This design comes from an exercise in tuning for small area and a short achievable clock period on the open sky130 flow, not from production work.
In this exercise RTL edits were held to simulation tests only and were not proved equivalent to the original.
No activity file was given, so power comes from the tool's default toggle rates.

### flow/run.sh
#!/bin/bash
# synth_recipe.tcl (not shown) runs the flow's synth.tcl, then flattens the netlist and writes it again
# the make line also repeats each setting of config.mk as NAME=value (left out here)
make -C /OpenROAD-flow-scripts/flow DESIGN_CONFIG=/design/flow/config.mk WORK_HOME=/design/flow/orfs CLKGATE_MAP_FILE= SYNTH_SCRIPT=/design/flow/synth_recipe.tcl finish
### flow/constraint.sdc
create_clock -name core_clock -period 4.5 [get_ports {clk}]
set_input_delay 0.9000 -clock core_clock [delete_from_list [all_inputs] [get_ports {clk}]]
set_output_delay 0.9000 -clock core_clock [all_outputs]
set_load 0.01 [all_outputs]
### flow/design.v
module data_mem_responder #(
    parameter int DEPTH   = 64,
    parameter int LATENCY = 2
) (
    input  logic        clk,
    input  logic        reset,
    input  logic        req_valid,
    input  logic        DataMemRW,
    input  logic [31:0] addr,
    input  logic [31:0] wdata,
    output logic        req_ready,
    output logic        resp_valid,
    output logic [31:0] rdata,
    output logic        err
);
    logic        ready_q, busy_q, b1, b2, rv;
    logic        accept;
    logic [5:0]  idx_q;
    logic        ld_q, st_q, bad_q;
    logic [31:0] wd_q;
    logic [63:0] sel_q;
    logic [5:0]  cur_idx;
    logic [31:0] rd_lo_q;
    logic [31:0] rd_lo, rd_hi;
    logic [31:0] rdata_q;
    logic        err_q;
    logic [31:0] mem [64];
    logic        bad_in;
    assign bad_in  = (addr[1:0] != 2'b00) || (addr[31:8] != 24'd0);
    assign accept  = !busy_q && req_valid;
    assign cur_idx = busy_q ? idx_q : addr[7:2];
    logic        rd_go, wr_go;
    assign rd_go = b2 && ld_q;
    assign wr_go = b2 && st_q;
    logic [2:0] lo_p [32];
    logic [2:0] hi_p [32];
    genvar gb;
    generate
        for (gb = 0; gb < 32; gb++) begin : g_rbit
            logic [30:0] lo_bits;
            logic [32:0] hi_bits;
            for (genvar w = 0; w < 31; w++) begin : g_lo
                assign lo_bits[w] = mem[w][gb];
            end
            for (genvar w = 0; w < 33; w++) begin : g_hi
                assign hi_bits[w] = mem[w + 31][gb];
            end
            dmr_half31 u_lo (.sel(sel_q[30:0]),  .d(lo_bits), .p(lo_p[gb]));
            dmr_half33 u_hi (.sel(sel_q[63:31]), .d(hi_bits), .p(hi_p[gb]));
            assign rd_lo[gb] = |lo_p[gb];
            assign rd_hi[gb] = |hi_p[gb];
        end
    endgenerate
    always_ff @(posedge clk or negedge reset) begin
        if (!reset) begin
            ready_q <= 1'b1;
            busy_q  <= 1'b0;
            b1      <= 1'b0;
            b2      <= 1'b0;
            rv      <= 1'b0;
            rdata_q <= '0;
            err_q   <= 1'b0;
        end else begin
            ready_q <= !(accept || b1 || b2);
            busy_q  <= accept || b1 || b2;
            b1      <= accept;
            b2      <= b1;
            rv      <= b2;
            err_q   <= b2 && bad_q;
            rdata_q <= rd_go ? (rd_lo_q | rd_hi) : 32'd0;
        end
    end
    always_ff @(posedge clk) begin
        if (!busy_q) begin
            idx_q <= addr[7:2];
            ld_q  <= !DataMemRW && !bad_in;
            st_q  <= DataMemRW && !bad_in;
            bad_q <= bad_in;
            wd_q  <= wdata;
        end
    end
    always_ff @(posedge clk) begin
        for (int w = 0; w < 64; w++)
            sel_q[w] <= (cur_idx == w[5:0]);
        rd_lo_q <= rd_lo;
    end
    always_ff @(posedge clk) begin
        for (int w = 0; w < 64; w++)
            if (wr_go && sel_q[w]) mem[w] <= wd_q;
    end
    assign req_ready  = ready_q;
    assign resp_valid = rv;
    assign rdata      = rdata_q;
    assign err        = err_q;
endmodule
module dmr_half31 (
    input  logic [30:0] sel,
    input  logic [30:0] d,
    output logic [2:0]  p
);
    logic [10:0] n;    
    genvar g;
    generate
        for (g = 0; g < 10; g++) begin : g_grp
            dmr_aoi222 u_g (
                .a0(sel[3*g]),   .b0(d[3*g]),
                .a1(sel[3*g+1]), .b1(d[3*g+1]),
                .a2(sel[3*g+2]), .b2(d[3*g+2]),
                .y(n[g]));
        end
    endgenerate
    dmr_nand2 u_g10 (.a(sel[30]), .b(d[30]), .y(n[10]));
    dmr_nand4 u_p0 (.a(n[0]), .b(n[1]), .c(n[2]), .d(n[3]), .y(p[0]));
    dmr_nand4 u_p1 (.a(n[4]), .b(n[5]), .c(n[6]), .d(n[7]), .y(p[1]));
    dmr_nand3 u_p2 (.a(n[8]), .b(n[9]), .c(n[10]), .y(p[2]));
endmodule
module dmr_half33 (
    input  logic [32:0] sel,
    input  logic [32:0] d,
    output logic [2:0]  p
);
    logic [10:0] n;    
    genvar g;
    generate
        for (g = 0; g < 10; g++) begin : g_grp
            dmr_aoi222 u_g (
                .a0(sel[3*g]),   .b0(d[3*g]),
                .a1(sel[3*g+1]), .b1(d[3*g+1]),
                .a2(sel[3*g+2]), .b2(d[3*g+2]),
                .y(n[g]));
        end
    endgenerate
    dmr_aoi222 u_g10 (
        .a0(sel[30]), .b0(d[30]),
        .a1(sel[31]), .b1(d[31]),
        .a2(sel[32]), .b2(d[32]),
        .y(n[10]));
    dmr_nand4 u_p0 (.a(n[0]), .b(n[1]), .c(n[2]), .d(n[3]), .y(p[0]));
    dmr_nand4 u_p1 (.a(n[4]), .b(n[5]), .c(n[6]), .d(n[7]), .y(p[1]));
    dmr_nand3 u_p2 (.a(n[8]), .b(n[9]), .c(n[10]), .y(p[2]));
endmodule
module dmr_aoi222 (
    input  logic a0, b0, a1, b1, a2, b2,
    output logic y
);
    assign y = !((a0 && b0) || (a1 && b1) || (a2 && b2));
endmodule
module dmr_nand2 (
    input  logic a, b,
    output logic y
);
    assign y = !(a && b);
endmodule
module dmr_nand4 (
    input  logic a, b, c, d,
    output logic y
);
    assign y = !(a && b && c && d);
endmodule
module dmr_nand3 (
    input  logic a, b, c,
    output logic y
);
    assign y = !(a && b && c);
endmodule
### flow/config.mk
export PLATFORM = sky130hd
export DESIGN_NAME = data_mem_responder
export DESIGN_NICKNAME = data_mem_responder
export VERILOG_FILES = /design/flow/design.v
export SDC_FILE = /design/flow/constraint.sdc
export NUM_CORES = 4
export LEC_CHECK = 0
export CAP_MARGIN = 20
export CORE_MARGIN = 2
export CORE_UTILIZATION = 70
export CTS_CLUSTER_DIAMETER = 80
export CTS_CLUSTER_SIZE = 25
export SETUP_SLACK_MARGIN = 2.4
export SLEW_MARGIN = 20
export SYNTH_HIERARCHICAL = 1
export SYNTH_MINIMUM_KEEP_SIZE = 0
==> impl_metrics.csv, run 1 <==
group,metric,value,unit
setup_path,crit_chain,"buf_6",
setup_path,worst-path-max-fanout,1,
grt,grt_pass1_vias,38800,
route,drcViolationCount,0,
sta,rsz0062_at_grt,"yes",
synth,yosysSeqAreaShare,0.871,
die,ios,103,
route,dr_total_vias,40900,
synth,yosys_warnings,11,
clock_tree,cts.clk_slew.worst_paths,0.10,ns
route,firstDrtPassIters,9,
placed_design,hpwl,109000,um
route,wl_per_cell,37.8,um
sta,slew_viol_final,0,
clock_tree,cts_tree,"done",
run_status,status,"finished clean",
die,die_area,110000,sq um
route,vias_per_cell,7.76,
synth,yosysTopAreaCell,"edfxtp_1",
power_and_ir_drop,ir_worst_vdd,0.416,mV
power_and_ir_drop,p_int,0.0294,W
power_and_ir_drop,switching_share,0.250,
die,initial_core_util,0.704,
setup_path,crit_path_top_delay_cell,"dfstp_2",
cells_and_area,drive_gt1_frac,0.117,
sta,setup_ws,2.10,ns
sta,period_needed,2.40,ns
grt,grt_max_degree,75,
synth,synth.cell_area,75300,sq um
setup_path,critPathTopFamily,"flip-flops",
cells_and_area,fin_util,0.776,
synth,ys_ff_latch,2223,
power_and_ir_drop,p_per_area,473,nW/um^2
synth,synth_ff_type,"edfxtp_1",
sta,tightestPinTransition,1.03,ns
setup_path,cp.arrival,1.50,ns
synth,yosys-top-cells-area,"edfxtp_1, a222oi_1, dfxtp_1",
setup_path,crit_type,"reg2out",
setup_path,end_kind,"primary output",
sta,fin_crit_sh,0.534,
clock_tree,cts_max_level,3,
setup_path,cp.buffers_inverters,1,
synth,synth_edf_count,2083,
power_and_ir_drop,leakage,25.7,nW
grt,grt_pass1_wl,272000,um
clock_tree,cts_root_buffer,"clkbuf_16",
power_and_ir_drop,seqPwrFrac,0.622,
die,fp.dieH,332,um
synth,yosysUniqueCellTypes,31,
cells_and_area,syn2layout_area_growth,10.2,%
route,wirelength,199000,um
power_and_ir_drop,switchingPower,0.00982,W
setup_path,crit_required,3.60,ns
sta,fmax,0.416,GHz
synth,synth_top_area_share,0.831,
sta,hold_violations,0,
sta,relSlewSlack,0.311,
sta,whs,0.280,ns
route,final_antenna_net_count,0,
clock_tree,cts_sinks,2223,
synth,yosysMostFrequentCell,"edfxtp_1",
synth,avgSynthCellArea,21.9,sq um
job,timing.max_cap.violations,0,
clock_tree,clk_latency,0.74,ns
power_and_ir_drop,pwr-share-clk,0.262,
synth,syn_nets,3498,
synth,synthCells,3430,
synth,synth_commonest_cells,"edfxtp_1, a222oi_1, nand4_1, dfxtp_1, nor2_1",
power_and_ir_drop,power_frac_comb,0.115,
die,row_count,120,
die,fp.dieW,332,um
route,dr.first_iter.drc_count,9276,
grt,grt.overflow.total,0,
sta,skew,0.0245,ns
clock_tree,cts_made_buffers,98,
grt,antenna_found_initial,7,
setup_path,crit_path_max_incr_delay,0.64,ns
setup_path,worstSetupStartpointType,"flip-flop",
die,core,107000,sq um
synth,async_flop_share,0.0171,
cells_and_area,finalNetCount,3850,
placed_design,io_buffers,102,
sta,setup_viol,0,
grt,grt_use_total,0.350,
power_and_ir_drop,finalPower,0.0393,W
placed_design,place_congestion,0.905,
clock_tree,cts_buffer_depth,3,
hold_path,hp-class,"in2async",
placed_design,pre_cts_slack,1.78,ns
sta,tns,0,ns
[layer usage]
metal	track usage	routed length, um
met5	0	23
met4	0.177	11600
met3	0.0631	27000
met2	0.546	93700
met1	0.487	67100
[state kept, by name, summed over array words and instances (netlist names), 6 cells and up]
register / cells
wd_q: 32
idx_q: 6
rdata_q: 32
sel_q: 64
rd_lo_q: 32
mem: 2048
[final cells by class]
type | count | area, sq um
Fill cell | 5599 | 23900
Tap cell | 1403 | 1760
Clock buffer | 186 | 2940
Timing Repair Buffer | 231 | 2160
Antenna cell | 2 | 5.00
Inverter | 5 | 18.8
Sequential cell | 2223 | 65600
Multi-Input combinational cell | 1223 | 10500
[cells in the final DEF (no fill, tap or decap), types with 4 or more instances in the layout]
| cell | synthesis | final |
|---|---|---|
| edfxtp_1 | 2083 | 2083 |
| a222oi_1 | 672 | 672 |
| nand4_1 | 129 | 129 |
| clkbuf_16 | 0 | 106 |
| nor2_1 | 97 | 97 |
| and3_4 | 0 | 94 |
| buf_4 | 1 | 94 |
| clkbuf_1 | 17 | 80 |
| dfxtp_1 | 102 | 68 |
| clkdlybuf4s50_1 | 0 | 66 |
| nand3_1 | 64 | 64 |
| nand2_1 | 37 | 35 |
| dfrtp_1 | 37 | 33 |
| nor4_1 | 39 | 31 |
| or3_1 | 34 | 30 |
| buf_2 | 1 | 27 |
| buf_6 | 5 | 20 |
| dfxtp_2 | 0 | 20 |
| and3_2 | 0 | 15 |
| dfxtp_4 | 0 | 14 |
| o22ai_1 | 13 | 13 |
| buf_8 | 0 | 13 |
| and3b_1 | 6 | 6 |
| nor4_2 | 0 | 5 |
| buf_12 | 0 | 5 |
| mux2_2 | 4 | 4 |
| inv_1 | 5 | 4 |
| nor3b_2 | 4 | 4 |
| or3_4 | 0 | 4 |
| buf_16 | 0 | 4 |
[modules after synthesis (local to each module, per instance), excerpt]
module,area [sq um],cells,flip-flops and latches
data_mem_responder,67300,2534,2223
dmr_aoi222,10.0,1,0
dmr_nand2,3.75,1,0
dmr_nand3,5.00,1,0
dmr_nand4,6.26,1,0
[kinds of logic (layout without fill, tap and decap cells)]
| family | after synthesis | count (layout) | share of synthesized area |
|---|---|---|---|
| flops | 2223 | 2223 | 0.871 |
| compound gates | 688 | 688 | 0.0909 |
| simple gates | 484 | 529 | 0.0356 |
| buf+inv | 29 | 422 | 0.00201 |
| mux | 6 | 6 | 0.000914 |
| other cells | 0 | 2 | 0 |
[power by group through the flow]
stage / Combinational, W / Sequential (W) / Clock (W)
floorplan: 0.00136 / 0.0251 / 0
global placement: 0.00380 / 0.0250 / 0
detailed placement: 0.00396 / 0.0250 / 0
CTS: 0.00410 / 0.0245 / 0.0103
global route: 0.00464 / 0.0244 / 0.0110
finish: 0.00452 / 0.0244 / 0.0103
[through the flow]
step | area, sq um | instances
after global placement | 78800 | 5016
after floorplan | 75400 | 3430
after global routing | 83000 | 5271
after CTS | 82100 | 5217
final | 83000 | 5273
after detailed placement | 78800 | 5018
[final timing paths]
path	start	end	slack (ns)	cells past startpoint
max	ready_q	req_ready	2.10	1
min	reset	rdata_q[16]	0.28	2
max reg2reg	b2	mem[30][3]	2.32	2
min reg2reg	b1	b2	0.40	0
max in group asynchronous	reset	b2	3.72	2
min in group core_clock	b1	b2	0.40	0
[timing repair]
| action | 4_1_cts | 5_1_grt |
|---|---|---|
| pin swaps | 27 | 56 |
| resized for setup | 260 | 75 |
| buffers inserted | 3 | 7 |
| cloned | 10 | 36 |
| setup endpoints to repair | 2236 | 1912 |
| hold buffers | 0 | 0 |
==> run 2: changes to the inputs <==
--- a/flow/config.mk
+++ b/flow/config.mk
@@ -7,10 +7,10 @@
 export LEC_CHECK = 0
 export CAP_MARGIN = 20
 export CORE_MARGIN = 2
-export CORE_UTILIZATION = 70
+export CORE_UTILIZATION = 65
 export CTS_CLUSTER_DIAMETER = 80
 export CTS_CLUSTER_SIZE = 25
-export SETUP_SLACK_MARGIN = 2.4
+export SETUP_SLACK_MARGIN = 2.3
 export SLEW_MARGIN = 20
 export SYNTH_HIERARCHICAL = 1
 export SYNTH_MINIMUM_KEEP_SIZE = 0
==> impl_metrics.csv, run 2 <==
group,metric,value,unit
setup_path,reg2reg_to,"rd_lo_q[5]",
sta,fmax,0.412,GHz
sta,hold_violations,0,
setup_path,critPathTopFamily,"flip-flops",
cells_and_area,drive_gt1_frac,0.106,
route,wirelength,199000,um
clock_tree,cts_tree,"done",
job,timing.max_cap.violations,0,
synth,synthAdderAreaFrac,0,
setup_path,crit_type,"reg2out",
die,ios,103,
setup_path,r2r_slack,2.17,ns
setup_path,crit_path_max_incr_delay,0.65,ns
run_status,status,"finished clean",
clock_tree,cts_hold_buf,0,
sta,tns,0,ns
setup_path,r2r-start,"sel_q[15]",
synth,synth_simple_gate_area_frac,0.0356,
clock_tree,cts_buffer_depth,3,
cells_and_area,mostFrequentLayoutCells,"edfxtp_1, a222oi_1, nand4_1, buf_4, clkbuf_16",
synth,yosysMostFrequentCell,"edfxtp_1",
synth,synth.area.mux_share,0.000914,
route,wl_per_cell,37.4,um
placed_design,io_buffers,102,
grt,grt_max_degree,65,
setup_path,crit_required,3.60,ns
setup_path,cp.buffers_inverters,1,
die,fp.dieW,344,um
synth,yosys-top-cells-area,"edfxtp_1, a222oi_1, dfxtp_1",
die,die_area,119000,sq um
cells_and_area,largest_register,"mem",
placed_design,pre_cts_slack,1.39,ns
synth,yosysUniqueCellTypes,31,
grt,grt_use_total,0.335,
route,firstDrtPassIters,10,
cells_and_area,stdcell_area,82500,sq um
clock_tree,cts.clk_slew.worst_paths,0.10,ns
route,dr_total_vias,40300,
sta,period_needed,2.43,ns
setup_path,crit_cells,1,
sta,tightestPinTransition,1.10,ns
die,row_count,124,
synth,yosys_warnings,11,
route,wl_met2,96200,um
cells_and_area,finalNetCount,3805,
synth,synth-xor-area-share,0,
power_and_ir_drop,finalPower,0.0393,W
clock_tree,clk_latency,0.74,ns
synth,synth_compound_area_frac,0.0909,
die,fp.dieH,344,um
route,final_antenna_net_count,0,
setup_path,end_kind,"primary output",
sta,slew_viol_final,0,
sta,setup_ws,2.07,ns
sta,fin_crit_sh,0.539,
setup_path,crit_chain,"buf_6",
route,drcViolationCount,0,
sta,setup_viol,0,
synth,ys_ff_latch,2223,
synth,synth.cell_area,75300,sq um
cells_and_area,final_common_cell,"edfxtp_1",
synth,synth_ff_type,"edfxtp_1",
placed_design,hpwl,115000,um
route,vias_per_cell,7.55,
cells_and_area,multi_input_area,10000,sq um
grt,grt_pass1_vias,38000,
setup_path,worstSetupStartpointType,"flip-flop",
setup_path,rr_worst_depth,4,
synth,syn_nets,3498,
cells_and_area,largest_reg_flops,2048,
sta,rsz0062_at_grt,"yes",
cells_and_area,reg_top3,"mem (2048), sel_q (64)",
synth,synth_top_family_by_area,"compound AO/OA/AOI/OAI gates",
sta,whs,0.197,ns
die,core,115000,sq um
placed_design,place_congestion,0.912,
synth,synth_commonest_cells,"edfxtp_1, a222oi_1, nand4_1, dfxtp_1, nor2_1",
grt,grt.overflow.total,0,
sta,skew,0.0269,ns
route,wl_met1,71400,um
route,dr.first_iter.drc_count,8739,
hold_path,hp-class,"in2async",
placed_design,dpl-instance-area,79100,sq um
synth,synthCells,3430,
cells_and_area,seqCellArea,65600,sq um
synth,async_flop_share,0.0171,
setup_path,worst-path-max-fanout,1,
sta,relSlewSlack,0.265,
clock_tree,cts_made_buffers,98,
power_and_ir_drop,leakage,25.6,nW
grt,antenna_found_initial,10,
grt,grt_pass1_wl,277000,um
cells_and_area,fill_cells,6647,
synth,avgSynthCellArea,21.9,sq um
clock_tree,cts_sinks,2223,
route,wl_met3,24300,um
setup_path,cp.arrival,1.53,ns
synth,synth_edf_count,2083,
power_and_ir_drop,p_per_area,476,nW/um^2
synth,yosysTopAreaCell,"edfxtp_1",
cells_and_area,syn2layout_area_growth,9.52,%
power_and_ir_drop,ir_worst_vdd,0.324,mV
synth,synth_top_area_share,0.831,
clock_tree,cts_root_buffer,"clkbuf_16",
setup_path,crit_path_top_delay_cell,"dfstp_2",
die,initial_core_util,0.657,
clock_tree,cts_max_level,3,
route,routed.top_layer,"met4",
synth,yosysSeqAreaShare,0.871,
-- run 2: modules after synthesis (local to each module, per instance), excerpt --
module	cells inside	flops+latches	cell area, sq um	copies in the design
data_mem_responder	2534	2223	67300	1
dmr_nand3	1	0	5.00	64
dmr_nand2	1	0	3.75	32
dmr_aoi222	1	0	10.0	672
dmr_nand4	1	0	6.26	128
-- run 2: timing repair --
item | in CTS | in global routing
pin swaps | 21 | 22
endpoints found under the setup margin | 2072 | 186
setup buffers | 5 | 8
gates resized for setup | 249 | 31
-- run 2: worst max path at each step --
stage              start  slack [ns]    endpoint
2_1_floorplan  sel_q[10]        2.36  mem[10][0]
5_1_grt          ready_q        2.05   req_ready
4_1_cts          ready_q        2.08   req_ready
6_report         ready_q        2.07   req_ready
3_3_place_gp     addr[2]        1.19    sel_q[7]
3_5_place_dp     addr[6]        1.39   sel_q[11]
-- run 2: area by class of cell --
| class | count | area share |
|---|---|---|
| inverter | 5 | 0.000228 |
| antenna | 4 | 0.000121 |
| multi-input combinational | 1178 | 0.122 |
| tap | 1512 | 0.0229 |
| sequential | 2223 | 0.796 |
| clock buffer | 176 | 0.0351 |
| timing repair buffer | 231 | 0.0243 |
| clock inverter | 1 | 0.0000455 |
-- run 2: cells by family (layout without fill, tap and decap cells) --
| group | after synthesis | count (layout) |
|---|---|---|
| DFF | 2223 | 2223 |
| muxes | 6 | 6 |
| AOI/OAI and AO/OA | 688 | 688 |
| buffers and inverters | 29 | 413 |
| and+or+nand+nor | 484 | 484 |
| other | 0 | 4 |
-- run 2: through the flow --
step | cells | utilization
global placement | 5129 | 0.689
finish | 5330 | 0.719
CTS | 5315 | 0.717
floorplan | 3430 | -
detailed placement | 5133 | 0.690
global route | 5326 | 0.719
-- run 2: metal layers --
layer  track usage  up-vias
met5             0        -
met4         0.119        0
met3        0.0515      268
met2         0.536     2813
met1         0.482    20800
li1              -    16400
-- run 2: power breakdown --
part | switching [W] | internal [W] | leakage, nW | total [W]
registers | 0.000600 | 0.0238 | 20.1 | 0.0244
clock network | 0.00592 | 0.00439 | 1.38 | 0.0103
logic | 0.00343 | 0.00112 | 4.09 | 0.00455
total | 0.00995 | 0.0293 | 25.6 | 0.0393

## static timing again, ports no longer ideal
The results above use ideal ports. As a check the final layouts listed here were re-extracted and re-timed, cells and wires unchanged. Step 1 assumes that a clkbuf_16 drives the clock port and a buf_2 every other input. Step 2 moves the port delays by t, midway between the first and last clock arrival at a register: inputs arrive t later, outputs are due t later. That takes back most of the time a late clock gives input paths. Three values: ideal, step 1, step 2; two values: the first two.
run	t (ns)	setup WS [ns]	worst hold slack (ns)	clock arrival spread, ns	worst register clock-pin slew, ns
run 1	0.807	2.099 / 2.019 / 1.667	0.280 / 0.223 / 0.400	0.031 / 0.030	0.10 / 0.10
run 2	0.800	2.074 / 1.998 / 1.620	0.197 / 0.150 / 0.388	0.031 / 0.031	0.10 / 0.10
After both steps setup and hold are still met in every run listed. The setup slack of run 2, which loses most, moves by -0.076 ns with the drivers and by -0.454 ns with both steps.
